From an optimization exercise on the open Yosys and OpenROAD flow, aimed at small area, a short achievable clock period and few clock cycles per item; shortcuts taken in it are not production practice.
The RTL was checked by simulation tests, not by an equivalence proof against the original design.
Power and IR drop assume default switching activity.

## flow/run.sh

```bash
#!/bin/bash
# synth_recipe.tcl (not shown) runs the flow's synth.tcl, then flattens the netlist and writes it again
# the make line also repeats each setting of config.mk as NAME=value (left out here)
make -C /OpenROAD-flow-scripts/flow DESIGN_CONFIG=/design/flow/config.mk WORK_HOME=/design/flow/orfs CLKGATE_MAP_FILE= SYNTH_SCRIPT=/design/flow/synth_recipe.tcl finish
```

## flow/config.mk

```make
export PLATFORM = sky130hd
export DESIGN_NAME = fcfs_multi_server_job_scheduler
export DESIGN_NICKNAME = fcfs_multi_server_job_scheduler
export VERILOG_FILES = /design/flow/design.v
export SDC_FILE = /design/flow/constraint.sdc
export NUM_CORES = 4
export LEC_CHECK = 0
export CAP_MARGIN = 20
export CORE_MARGIN = 2
export CORE_UTILIZATION = 40
export SLEW_MARGIN = 20
```

## flow/constraint.sdc

```tcl
create_clock -name core_clock -period 6.5 [get_ports {clk}]
set_input_delay 1.3000 -clock core_clock [delete_from_list [all_inputs] [get_ports {clk}]]
set_output_delay 1.3000 -clock core_clock [all_outputs]
set_load 0.01 [all_outputs]
```

## flow/design.v

```verilog
`default_nettype none
module fcfs_multi_server_job_scheduler
#(
  parameter int MAX_JOBS    = 64,
  parameter int MAX_SERVERS = 8
) (
  input  wire logic        clk,
  input  wire logic        rst_n,
  input  wire logic        cfg_we,
  input  wire logic [3:0]  cfg_wdata,
  input  wire logic        in_tvalid,
  output logic             in_tready,
  input  wire logic [23:0] in_tdata,
  input  wire logic        in_tuser,
  output logic             out_tvalid,
  input  wire logic        out_tready,
  output logic [31:0]      out_tdata,
  output logic             out_tuser,
  output logic             out_tlast
);
  localparam int N = 64;
  logic [2:0] lm1_r;
  always_ff @(posedge clk) begin
    if (!rst_n) begin
      lm1_r <= 3'd0;
    end else if (cfg_we) begin
      if (cfg_wdata == 4'd0)
        lm1_r <= 3'd0;
      else if (cfg_wdata[3])
        lm1_r <= 3'd7;
      else
        lm1_r <= 3'(cfg_wdata - 4'd1);
    end
  end
  logic clr_r;
  always_ff @(posedge clk) clr_r <= !rst_n;
  logic        q0_v, q1_v;
  logic        q0_op, q1_op;
  logic [20:0] q0_d, q1_d;
  logic        push, pop;
  logic        adv;
  assign in_tready = !q1_v;
  assign push      = in_tvalid && !q1_v;
  always_ff @(posedge clk) begin
    if (!rst_n) begin
      q0_v <= 1'b0;
      q1_v <= 1'b0;
    end else begin
      if (pop) begin
        q0_v <= q1_v || push;
        q1_v <= q1_v && push;
      end else if (push) begin
        q0_v <= 1'b1;
        q1_v <= q0_v;
      end
    end
  end
  always_ff @(posedge clk) begin
    if (pop ? (q1_v || push) : (push && !q0_v)) begin
      q0_op <= (pop && q1_v) ? q1_op : in_tuser;
      q0_d  <= (pop && q1_v) ? q1_d  : in_tdata[20:0];
    end
    if (push && (pop ? q1_v : q0_v)) begin
      q1_op <= in_tuser;
      q1_d  <= in_tdata[20:0];
    end
  end
  logic [6:0]  id_mem   [N];
  logic [13:0] left_mem [N];
  logic [N-1:0] nz_c, one_c;
  always_comb begin
    for (int i = 0; i < N; i++) begin
      nz_c[i]  = (left_mem[i] != 14'd0);
      one_c[i] = (left_mem[i] == 14'd1);
    end
  end
  logic         b_v;
  logic         b_tick;
  logic [N-1:0] b_pick;
  logic         b_busy;
  logic [2:0]   b_s;
  logic         b_first;
  logic         b_last;
  logic [6:0]   b_id;
  logic [13:0]  b_svc;
  logic [6:0]   cnt_r;     
  logic [6:0]   busy_r;    
  logic [6:0]   big_r;     
  logic         tdone_r;   
  logic         full;
  logic         store;
  logic [N-1:0] arr_dec;
  logic         svc_nz;
  assign full   = cnt_r[6];
  assign store  = b_v && !b_tick && !full;
  assign svc_nz = (b_svc != 14'd0);
  always_comb begin
    for (int i = 0; i < N; i++) begin
      arr_dec[i] = (cnt_r[5:0] == 6'(i));
    end
  end
  logic [2:0]   s_r;
  logic [N-1:0] m_r;
  logic [N-1:0] nz_eff;
  logic [N-1:0] m_in;
  logic [N-1:0] pre;
  logic [N-1:0] pick;
  logic         a_fire;
  logic         a_first;
  logic         a_last;
  always_comb begin
    for (int i = 0; i < N; i++) begin
      nz_eff[i] = (nz_c[i] && !(b_v && b_pick[i] && one_c[i])) ||
                  (store && arr_dec[i] && svc_nz);
    end
  end
  assign a_first = (s_r == 3'd0);
  assign a_last  = (s_r == lm1_r);
  assign m_in    = a_first ? nz_eff : m_r;
  always_comb begin
    pre[0] = 1'b0;
    for (int i = 1; i < N; i++) begin
      pre[i] = pre[i-1] || m_in[i-1];
    end
  end
  assign pick   = m_in & ~pre;
  assign a_fire = q0_v && adv;
  assign pop    = a_fire && (!q0_op || a_last);
  always_ff @(posedge clk) begin
    if (!rst_n) begin
      s_r <= 3'd0;
    end else if (a_fire && q0_op) begin
      s_r <= a_last ? 3'd0 : s_r + 3'd1;
    end
  end
  always_ff @(posedge clk) begin
    if (a_fire && q0_op) begin
      m_r <= m_in & pre;
    end
  end
  always_ff @(posedge clk) begin
    if (!rst_n) begin
      b_v <= 1'b0;
    end else if (adv) begin
      b_v <= a_fire;
    end
  end
  always_ff @(posedge clk) begin
    if (adv) begin
      b_tick  <= q0_op;
      b_pick  <= (a_fire && q0_op) ? pick : '0;
      b_busy  <= pre[N-1] || m_in[N-1];
      b_s     <= s_r;
      b_first <= a_first;
      b_last  <= a_last;
      b_id    <= q0_d[6:0];
      b_svc   <= 14'(q0_d[13:7] * q0_d[20:14]);
    end
  end
  logic [6:0]  rd_id;
  logic [13:0] rd_left;
  logic        one_b, two_b;
  logic        b_fire;
  logic [13:0] wdata;
  always_comb begin
    rd_id   = '0;
    rd_left = '0;
    for (int i = 0; i < N; i++) begin
      rd_id   = rd_id   | ({7{b_pick[i]}}  & id_mem[i]);
      rd_left = rd_left | ({14{b_pick[i]}} & left_mem[i]);
    end
  end
  assign one_b  = (rd_left == 14'd1);
  assign two_b  = (rd_left == 14'd2);
  assign b_fire = b_v && adv;
  assign wdata  = clr_r ? 14'd0 : (b_tick ? rd_left - 14'd1 : b_svc);
  always_ff @(posedge clk) begin
    for (int i = 0; i < N; i++) begin
      if (b_fire && store && arr_dec[i]) begin
        id_mem[i] <= b_id;
      end
      if (clr_r || (b_fire && ((b_tick && b_pick[i]) || (store && arr_dec[i])))) begin
        left_mem[i] <= wdata;
      end
    end
  end
  logic tick_done;
  logic ack_done;
  assign tick_done = b_first ? ((big_r == 7'd0) && (busy_r <= {4'd0, lm1_r} + 7'd1)) : tdone_r;
  assign ack_done  = (busy_r == 7'd0) && !(store && svc_nz);
  always_ff @(posedge clk) begin
    if (!rst_n) begin
      cnt_r  <= '0;
      busy_r <= '0;
      big_r  <= '0;
    end else if (b_fire) begin
      if (b_tick) begin
        busy_r <= busy_r - 7'(one_b);
        big_r  <= big_r - 7'(two_b);
      end else if (!full) begin
        cnt_r  <= cnt_r + 7'd1;
        busy_r <= busy_r + 7'(svc_nz);
        big_r  <= big_r + 7'(b_svc > 14'd1);
      end
    end
  end
  always_ff @(posedge clk) begin
    if (b_fire && b_tick && b_first) begin
      tdone_r <= tick_done;
    end
  end
  logic [28:0] item;
  always_comb begin
    if (b_tick) begin
      item = {1'b1, b_last, tick_done, 1'b0, rd_left, rd_id, b_busy, b_s};
    end else begin
      item = {1'b0, 1'b1, ack_done, full, full ? 14'd0 : b_svc, b_id, 1'b0, 3'd0};
    end
  end
  logic        out_v, sk_v;
  logic [28:0] out_d, sk_d;
  assign adv = !sk_v;
  always_ff @(posedge clk) begin
    if (!rst_n) begin
      out_v <= 1'b0;
      sk_v  <= 1'b0;
    end else begin
      if (sk_v) begin
        if (out_tready) sk_v <= 1'b0;
      end else if (b_v) begin
        if (!out_v || out_tready) out_v <= 1'b1;
        else sk_v <= 1'b1;
      end else if (out_tready) begin
        out_v <= 1'b0;
      end
    end
  end
  always_ff @(posedge clk) begin
    if (sk_v ? out_tready : (b_v && (!out_v || out_tready))) begin
      out_d <= sk_v ? sk_d : item;
    end
    if (!sk_v && b_v && out_v && !out_tready) begin
      sk_d <= item;
    end
  end
  assign out_tvalid = out_v;
  assign out_tuser  = out_d[28];
  assign out_tlast  = out_d[27];
  assign out_tdata  = {5'd0, out_d[26:0]};
endmodule
`default_nettype wire
```

==> flow_metrics.tcl <==
set metrics [dict create \
    fin_nets 4829 \
    worst_slew_margin_rel 0.0784 \
    peakVddDrop_v 0.000315 \
    fp-row-count 150 \
    syn_inst 4427 \
    drtPass1Iterations 6 \
    drc_errors 0 \
    cts.sinks 1635 \
    arrival_ns 6.89 \
    synth_ff_type "edfxtp_1" \
    pwr_density_cell_nw_per_um2 356 \
    post_cts_resized 0 \
    worst_pin_slew_ns 1.37 \
    syn_avg_cell_area_sq_um 15.2 \
    synth-seq-cells 1635 \
    start_util 0.402 \
    dp_hpwl_um 238000 \
    async_reset_ff_frac 0 \
    synth_seq_area_share 0.727 \
    cts_max_level 4 \
    cp_max_fo 9 \
    clk_path_buf_depth 3 \
    overflow 0 \
    routedWlPerCell_um 46.1 \
    period_needed_ns 6.14 \
    die_w_um 414 \
    worst_hold_path_type "reg -> reg" \
    syn-cell-area_sq_um 67100 \
    status "finished clean" \
    ioPinCount 70 \
    track_usage 0.377 \
    cts_setup_buffers 0 \
    netlist-cell-type-count 83 \
    gp_congestion 1.06 \
    finalWirelength_um 326000 \
    vias 49419 \
    leakagePower_nw 26.1 \
    startpoint_type "register" \
    drt_iter0_drc 10108 \
    viasPerCell 6.99 \
    slew_viol_final 0 \
    ant_nets 0 \
    antenna_found_initial 23 \
    setup-tns-final_ns 0 \
    finalSetupViolations 0 \
    grt_pass1_wl_um 423000 \
    coreArea_sq_um 167000 \
    cts-hold-fix-buffers 0 \
    place_area_sq_um 72500 \
    rsz0062_at_grt "no" \
    finalCritPeriodShare 0.945 \
    die-height_um 414 \
    clock_latency_ns 0.88 \
    final.setup_skew_ns 0.0588 \
    grt_pass1_vias 45098 \
    clock.fmax_ghz 0.163 \
    grt_start_max_net_pins 74 \
    fin_area_sq_um 78100 \
    p_total_mw 27.8 \
    critPathRequiredTime_ns 7.25 \
    cts_made_buffers 174 \
    hold_viol 0 \
    max-cap-violations 0 \
    yosysWarnings 3 \
    synth_edf_count 1602 \
    path_clk_slew_ns 0.06 \
    cts_root_buf "clkbuf_16" \
    crit_type "reg -> reg" \
    area_growth_pct 16.3 \
    endpoint_kind "register" \
    die-area_sq_um 171000 \
    drive_gt1_frac 0.149 \
    port-buffer-count 61 \
    cts_tree "done" \
]
-- final timing paths --
check | startpoint | endpoint | slack (ns) | cells after the start
hold reg to reg | q0_d[3]$_DFFE_PP_ | b_id[3]$_DFFE_PN_ | 0.42 | 0
hold / removal | q0_d[3]$_DFFE_PP_ | b_id[3]$_DFFE_PN_ | 0.42 | 0
setup reg to reg | b_pick[33]$_SDFFCE_PN0N_ | big_r[6]$_SDFFE_PN0P_ | 0.36 | 19
setup / recovery | b_pick[33]$_SDFFCE_PN0N_ | big_r[6]$_SDFFE_PN0P_ | 0.36 | 19
-- worst max-delay path: stages, from the launching register on --
cell and delay (ns):
edfxtp_1 0.67, buf_4 0.31, a22o_1 0.31, a221oi_1 0.82
nand4_1 0.31, or4_1 0.85, nor3_2 0.30, and4_1 0.22
nand3_1 0.12, o21ai_0 0.19, ha_1 0.17, inv_1 0.06
fa_1 0.41, a21o_1 0.19, a21o_1 0.18, a21o_1 0.17
a21oi_1 0.16, xor2_1 0.10, or3_1 0.32, a21oi_1 0.15
-- placed cells by master (no fill, tap or decap), types with 26 or more instances in the layout --
master | synthesis | layout
ha_1 | 59 | 59
xnor2_1 | 28 | 28
nand3_1 | 73 | 73
a22o_1 | 237 | 237
mux2_2 | 50 | 50
clkbuf_16 | 0 | 178
and3_1 | 32 | 30
a21o_1 | 51 | 49
dfxtp_1 | 33 | 30
nor4_1 | 118 | 115
clkbuf_1 | 173 | 35
a21oi_1 | 127 | 127
a221oi_1 | 242 | 242
nor3_1 | 191 | 167
fa_1 | 26 | 26
inv_1 | 65 | 64
edfxtp_1 | 1602 | 1602
or4_1 | 62 | 62
o21ai_0 | 64 | 63
buf_4 | 7 | 276
and2_1 | 39 | 38
a211oi_1 | 29 | 26
nor2_1 | 177 | 169
nand2_1 | 263 | 257
nand4_1 | 127 | 127
clkdlybuf4s50_1 | 0 | 61
clkinv_2 | 0 | 39
clkinv_1 | 3 | 43
a22oi_1 | 182 | 182
-- cells in the mapped netlist (all sizes together) (5+ instances only) --
library cell	number	area, sq um
mux2	50	563
a22oi	182	1370
nor2b	12	75.1
nand3	76	403
nor3	194	992
xor2	17	149
a211oi	29	218
nand4	128	807
ha	59	738
a31oi	23	144
o21ai	66	334
nand2b	24	150
buf	89	434
mux2i	7	70.1
and2	39	244
a21boi	14	105
or4	62	465
o32a	6	72.6
nor4b	15	165
xnor2	28	245
o21a	8	60.1
o22a	17	149
nor4	126	882
a221oi	242	2120
and4	8	72.6
or2	5	31.3
clkbuf	173	649
inv	65	244
and3	33	211
o32ai	11	111
nand2	264	993
o21bai	32	240
fa	26	521
o22ai	21	138
a22o	237	2080
a211o	11	96.3
nor2	177	664
dfxtp	33	661
a21o	51	383
a21oi	129	653
edfxtp	1602	48100
a222oi	7	70.1
-- sequential cells by signal, indices dropped and copies added, names as in the netlist, 3 cells and up --
register	count
b_svc	14
q1_d	21
busy_r	7
lm1_r	3
id_mem	448
cnt_r	7
b_pick	64
sk_d	29
big_r	7
q0_d	21
b_id	7
m_r	63
left_mem	896
b_s	3
out_d	29
s_r	3
-- layer usage --
| metal | track usage | vias up | part of all wire |
|---|---|---|---|
| met5 | 0.0141 | - | 0.0017 |
| met4 | 0.147 | 28 | 0.046 |
| met3 | 0.200 | 739 | 0.18 |
| met2 | 0.512 | 4557 | 0.40 |
| met1 | 0.503 | 25359 | 0.37 |
| li1 | - | 18736 | - |
-- metrics by stage --
stage / utilization / hold WS [ns] / setup WS [ns] / cells
CTS: 0.467 / 0.422 / 0.634 / 7060
global route: 0.468 / 0.429 / 0.330 / 7062
global placement: 0.434 / 0.404 / 0.655 / 6733
floorplan: - / 0.400 / 0.765 / 4431
finish: 0.468 / 0.420 / 0.360 / 7069
detailed placement: 0.434 / 0.406 / 0.672 / 6737
-- where the power goes --
group | switching [mW] | internal [mW]
Combinational | 2.29 | 0.860
Clock | 4.48 | 5.36
Sequential | 1.37 | 13.5
-- cell families after synthesis --
kind of cell | after synthesis | share of synthesized area
multiplexers | 57 | 0.00943
other | 1 | 0.0000559
AND/OR/NAND/NOR | 1173 | 0.0931
buffers and inverters | 330 | 0.0199
XOR/XNOR | 45 | 0.00587
adder cells (fa/ha/maj) | 85 | 0.0188
AO/OA/AOI/OAI | 1101 | 0.126
flip-flops | 1635 | 0.727
-- area by class of cell --
type / count / area [sq um]
fillers: 14404 / 88800
flip-flops and latches: 1635 / 48800
multi-input cells: 2466 / 17500
clock buffers: 214 / 4600
repair buffers: 365 / 3240
well taps: 2204 / 2760
clock inverters: 109 / 898
inverters: 68 / 263
diodes: 8 / 20.0
Testbench counts, summed over its fixed seeds: cycles 16,929, items 4,000.

[port drivers added, routing unchanged]
In the flow no input, the clock included, has a driving cell. The finished layout below was timed again as built, in two steps.
Step 1 (the two cells are an assumption about what drives the block):
set clk [get_ports {clk}]
set_driving_cell -lib_cell sky130_fd_sc_hd__clkbuf_16 $clk
set_driving_cell -lib_cell sky130_fd_sc_hd__buf_2 [delete_from_list [all_inputs] $clk]
Step 2, shift: input delay + t, output delay - t, t = (earliest + latest rising clock arrival at the registers) / 2. This alone moves slack from input paths to output paths.
Three values: no drivers, after step 1, after step 2; two values: the first two.
t, ns: 0.943
slack for setup (ns): 0.360 / 0.360 / 0.360
hold WS [ns]: 0.420 / 0.420 / 0.420
After both steps setup and hold are still met in this run. The setup slack of this run moves by 0.000 ns with the drivers and by 0.000 ns with both steps.
